Background: an optimization exercise with open tools, aiming at small area, a short achievable clock period and few clock cycles per item. Do not read the settings as production practice.
In this exercise RTL edits were held to simulation tests only and were not proved equivalent to the original.
Power and IR drop assume default switching activity.

==> inputs of wip/juniper <==
// grid_first_fit_placer
module grid_first_fit_placer (
  input  wire logic                           clk,
  input  wire logic                           rst_n,
  input  wire logic                           push,
  output logic                                full,
  input  wire logic [gffp_pkg::FUNC_W-1:0]    in_func,
  input  wire logic [gffp_pkg::XY_W-1:0]      in_pos_x,
  input  wire logic [gffp_pkg::XY_W-1:0]      in_pos_y,
  input  wire logic [gffp_pkg::DIM_W-1:0]     in_rect_width,
  input  wire logic [gffp_pkg::DIM_W-1:0]     in_rect_height,
  output logic                                empty,
  input  wire logic                           pop,
  output logic                                out_found,
  output logic [gffp_pkg::XY_W-1:0]           out_place_x,
  output logic [gffp_pkg::XY_W-1:0]           out_place_y,
  output logic                                out_rotated,
  output logic [gffp_pkg::DIM_W-1:0]          out_placed_width,
  output logic [gffp_pkg::DIM_W-1:0]          out_placed_height,
  input  wire logic                           cfg_valid,
  output logic                                cfg_ready,
  input  wire logic [gffp_pkg::CFG_IDX_W-1:0] cfg_index,
  input  wire logic [gffp_pkg::CFG_W-1:0]     cfg_data
);
Settings: LEC_CHECK=0, CAP_MARGIN=20, CORE_MARGIN=2, CORE_UTILIZATION=40, PLACE_DENSITY=0.65, SETUP_SLACK_MARGIN=1.5, SLEW_MARGIN=20; clock period 7.0 ns.
run.sh (not shown) runs the stock make flow with config.mk's settings and CLKGATE_MAP_FILE= SYNTH_SCRIPT=/design/flow/synth_recipe.tcl, a recipe that flattens the netlist after the stock synthesis.
==> inputs of wip/pepper, as changes to wip/juniper <==
PLACE_DENSITY = 0.7   (was 0.65)
SETUP_SLACK_MARGIN = 1.8   (was 1.5)
==> inputs of wip/garnet, as changes to wip/juniper <==
--- a/flow/design.v
+++ b/flow/design.v
@@ -112,36 +112,66 @@
         gh_reg_r <= cfg_data;
       end
     end
   end
   always_comb begin
     gw_now = (gw_reg_r > 5'd16) ? 5'd16 : gw_reg_r;
     gh_now = (gh_reg_r > 5'd16) ? 5'd16 : gh_reg_r;
   end
-  assign full    = s_valid && !take;
+  typedef struct packed {
+    logic [gffp_pkg::FUNC_W-1:0] op;
+    logic [gffp_pkg::XY_W-1:0]   px;
+    logic [gffp_pkg::XY_W-1:0]   py;
+    logic [gffp_pkg::DIM_W-1:0]  w;
+    logic [gffp_pkg::DIM_W-1:0]  h;
+    logic [gffp_pkg::CFG_W-1:0]  gw;
+    logic [gffp_pkg::CFG_W-1:0]  gh;
+  } ent_t;
+  ent_t q0_r, q1_r, ent_new;
+  logic v0_r, v1_r, load0;
+  always_comb begin
+    ent_new.op = in_func;
+    ent_new.px = in_pos_x;
+    ent_new.py = in_pos_y;
+    ent_new.w  = in_rect_width;
+    ent_new.h  = in_rect_height;
+    ent_new.gw = gw_now;
+    ent_new.gh = gh_now;
+  end
+  assign full    = v0_r && v1_r;
   assign do_push = push && !full;
+  assign load0   = take || !v0_r;
+  assign s_valid = v0_r;
+  assign s_op    = q0_r.op;
+  assign s_px    = q0_r.px;
+  assign s_py    = q0_r.py;
+  assign s_w     = q0_r.w;
+  assign s_h     = q0_r.h;
+  assign s_gw    = q0_r.gw;
+  assign s_gh    = q0_r.gh;
   always_ff @(posedge clk) begin
+    if (load0) begin
+      q0_r <= v1_r ? q1_r : ent_new;
+    end
     if (do_push) begin
-      s_op   <= in_func;
-      s_px   <= in_pos_x;
-      s_py   <= in_pos_y;
-      s_w    <= in_rect_width;
-      s_h    <= in_rect_height;
-      s_gw   <= gw_now;
-      s_gh   <= gh_now;
+      q1_r <= ent_new;
     end
   end
   always_ff @(posedge clk) begin
     if (!rst_n) begin
-      s_valid <= 1'b0;
-    end else if (do_push) begin
-      s_valid <= 1'b1;
-    end else if (take) begin
-      s_valid <= 1'b0;
+      v0_r <= 1'b0;
+      v1_r <= 1'b0;
+    end else begin
+      if (load0) begin
+        v0_r <= v1_r || do_push;
+        v1_r <= v1_r && do_push;
+      end else if (do_push) begin
+        v1_r <= 1'b1;
+      end
     end
   end
 endmodule
 `default_nettype wire
 `default_nettype none
 module gffp_engine (
   input  wire logic                        clk,
   input  wire logic                        rst_n,
@@ -159,41 +189,42 @@
   output gffp_pkg::res_t                   res,
   input  wire logic                        res_free
 );
   logic                        c_valid;
   logic [gffp_pkg::FUNC_W-1:0] c_op;
   logic [gffp_pkg::XY_W-1:0]   c_px;
   logic [gffp_pkg::XY_W-1:0]   c_py;     
   logic [gffp_pkg::DIM_W-1:0]  c_w, c_h;
-  logic [gffp_pkg::CFG_W-1:0]  c_gw, c_gh;
+  logic [gffp_pkg::CFG_W-1:0]  c_gh;
+  logic [15:0]                 c_colin;   
+  logic [15:0]                 c_wmw, c_wmh;   
   logic                        c_has;    
   logic [15:0]                 c_rest;   
   logic [15:0]                 c_mu;     
   logic [15:0]                 c_mr;     
   logic                        c_vu, c_vr;
   logic [15:0][15:0] occ_r;
   logic              zero_occ;
   assign zero_occ = c_valid && (c_op == gffp_pkg::FUNC_CLEAR);
-  logic [15:0] colin, bu, br, cfu, cfr, fu, fr, hitv, t, oh, pcu, pcr, wmu, wmr;
+  logic [15:0] bu, br, cfu, cfr, fu, fr, hitv, t, oh, pcu, pcr, wmu, wmr;
   logic [31:0] bzu, bzr;
   logic        hit, rot;
   logic [gffp_pkg::XY_W-1:0] hit_x;
   always_comb begin
-    colin = gffp_pkg::below(c_gw);
     for (int x = 0; x < 16; x++) begin
       logic [15:0] col;
       for (int r = 0; r < 16; r++) col[r] = occ_r[r][x];
       bu[x] = |(col & c_mu);
       br[x] = |(col & c_mr);
     end
-    cfu = ~bu & colin;
-    cfr = ~br & colin;
-    wmu = gffp_pkg::below(c_w);
-    wmr = gffp_pkg::below(c_h);
+    cfu = ~bu & c_colin;
+    cfr = ~br & c_colin;
+    wmu = c_wmw;
+    wmr = c_wmh;
     bzu = {16'hffff, ~cfu};
     bzr = {16'hffff, ~cfr};
     for (int x = 0; x < 16; x++) begin
       fu[x] = c_vu && !(|(bzu[x +: 16] & wmu));
       fr[x] = c_vr && !(|(bzr[x +: 16] & wmr));
     end
     hitv = fu | fr;
     hit  = c_has && (hitv != '0);
@@ -247,27 +278,24 @@
   function automatic void pick_s(input logic [15:0] rows, input logic [gffp_pkg::DIM_W-1:0] w,
                                  input logic [gffp_pkg::DIM_W-1:0] h,
                                  input logic [gffp_pkg::CFG_W-1:0] gh,
                                  output logic has, output logic [15:0] rest,
                                  output logic [15:0] mu, output logic [15:0] mr,
                                  output logic [gffp_pkg::XY_W-1:0] y,
                                  output logic vu, output logic vr);
     logic [15:0] t;
-    logic [5:0]  eu, er;
     has  = (rows != '0);
     t    = gffp_pkg::pfx_or(rows);
     y    = gffp_pkg::enc(rows & ~(t << 1));
     rest = rows & (t << 1);
-    eu   = 6'(y) + 6'(h);
-    er   = 6'(y) + 6'(w);
-    mu   = t & gffp_pkg::below6(eu);
-    mr   = t & gffp_pkg::below6(er);
-    vu   = eu <= 6'(gh);
-    vr   = (w != h) && (er <= 6'(gh));
+    mu   = gffp_pkg::span(t, h);
+    mr   = gffp_pkg::span(t, w);
+    vu   = |(rows & ~(t << 1) & fit_rows(h, gh));
+    vr   = (w != h) && (|(rows & ~(t << 1) & fit_rows(w, gh)));
   endfunction
   function automatic void pick(input logic [15:0] rows, input logic [gffp_pkg::DIM_W-1:0] w,
                                input logic [gffp_pkg::DIM_W-1:0] h,
                                input logic [gffp_pkg::CFG_W-1:0] gh,
                                output logic has, output logic [15:0] rest,
                                output logic [15:0] mu, output logic [15:0] mr,
                                output logic [gffp_pkg::XY_W-1:0] y,
                                output logic vu, output logic vr);
@@ -310,17 +338,19 @@
   end
   always_ff @(posedge clk) begin
     if (take) begin
       c_op   <= s_op;
       c_px   <= s_px;
       c_py   <= l_mark ? s_py : l_y;
       c_w    <= s_w;
       c_h    <= s_h;
-      c_gw   <= s_gw;
+      c_colin <= gffp_pkg::below(s_gw);
+      c_wmw  <= gffp_pkg::below(s_w);
+      c_wmh  <= gffp_pkg::below(s_h);
       c_gh   <= s_gh;
       c_has  <= l_has;
       c_rest <= l_rest;
       c_mu   <= l_mu;
       c_mr   <= l_mr;
       c_vu   <= l_vu;
       c_vr   <= l_vr;
     end else if (cont) begin
PLACE_DENSITY = default   (was 0.65)
SETUP_SLACK_MARGIN = 2.5   (was 1.5)
==> inputs of wip/delta, as changes to wip/juniper <==
PLACE_DENSITY = 0.7   (was 0.65)
==> run summary <==
metric	wip/delta	wip/pepper	wip/garnet	wip/juniper
Seq/total area	24.8%	24.3%	23.9%	25.1%
Share of the synthesized netlist area taken by xor and xnor gates	0.796%	0.796%	0.707%	0.796%
Critical Setup Path Class	flip-flop to output pin	flip-flop to output pin	flip-flop to flip-flop	flip-flop to output pin
Pwr dens	196 nW/µm²	195 nW/µm²	189 nW/µm²	199 nW/µm²
P_clk	2.56 mW	2.55 mW	2.86 mW	2.62 mW
Total area of sequential cells	9290 µm²	9290 µm²	11400 µm²	9290 µm²
Met2 Track Usage GR	68.9%	69.1%	71.6%	65.2%
Antenna diodes	9	3	12	1
Post-Layout Cell Count	5302	5331	5994	5209
Met2 Routed Length	79.2 mm	79.4 mm	95.5 mm	74.2 mm
Number of nets produced by synthesis	4003	4003	4388	4003
Initial cell density of the core	40.5%	40.5%	40.2%	40.5%
Routability-driven placement congestion ratio	1.16	1.16	1.10	1.21
Routed vias	39000	39400	44300	39000
Fillers	7569	7532	7873	7555
Die span in x	282 µm	282 µm	299 µm	282 µm
Status	no timing/DRC/antenna violations	no timing/DRC/antenna violations	no timing/DRC/antenna violations	no timing/DRC/antenna violations
Num sequential	399	399	471	399
Testbench counts of wip/juniper, summed over its fixed seeds: cycles 4,458, items 2,400.
Testbench counts of wip/pepper, summed over its fixed seeds: cycles 4,458, items 2,400.
Testbench counts of wip/garnet, summed over its fixed seeds: cycles 4,458, items 2,400.
Testbench counts of wip/delta, summed over its fixed seeds: cycles 4,458, items 2,400.

[separate check: timing with driven ports]
How much do the figures lean on ideal ports? The routed layouts below were timed once more, with nothing changed but the port constraints. Step 1, drivers: a clkbuf_16 drives clk and a buf_2 each remaining input, both assumed. Step 2 times the ports against the registers' clock, not the clock port: input delays grow and output delays shrink by t, the midpoint of the rising clock arrivals with the driver on. a / b / c = ideal ports / drivers / drivers and shift; a / b = the first two.
run | shift t [ns] | setup WS [ns] | latest minus earliest clock arrival (ns) | cell pins on the clock port's net
wip/juniper | 0.689 | 1.268 / 1.196 / 1.301 | 0.042 / 0.042 | 1
wip/pepper | 0.679 | 1.482 / 1.414 / 1.704 | 0.053 / 0.054 | 1
wip/garnet | 0.720 | 1.575 / 1.575 / 1.575 | 0.050 / 0.049 | 1
wip/delta | 0.676 | 1.342 / 1.276 / 1.480 | 0.051 / 0.051 | 1
After both steps setup and hold are still met in every run listed.
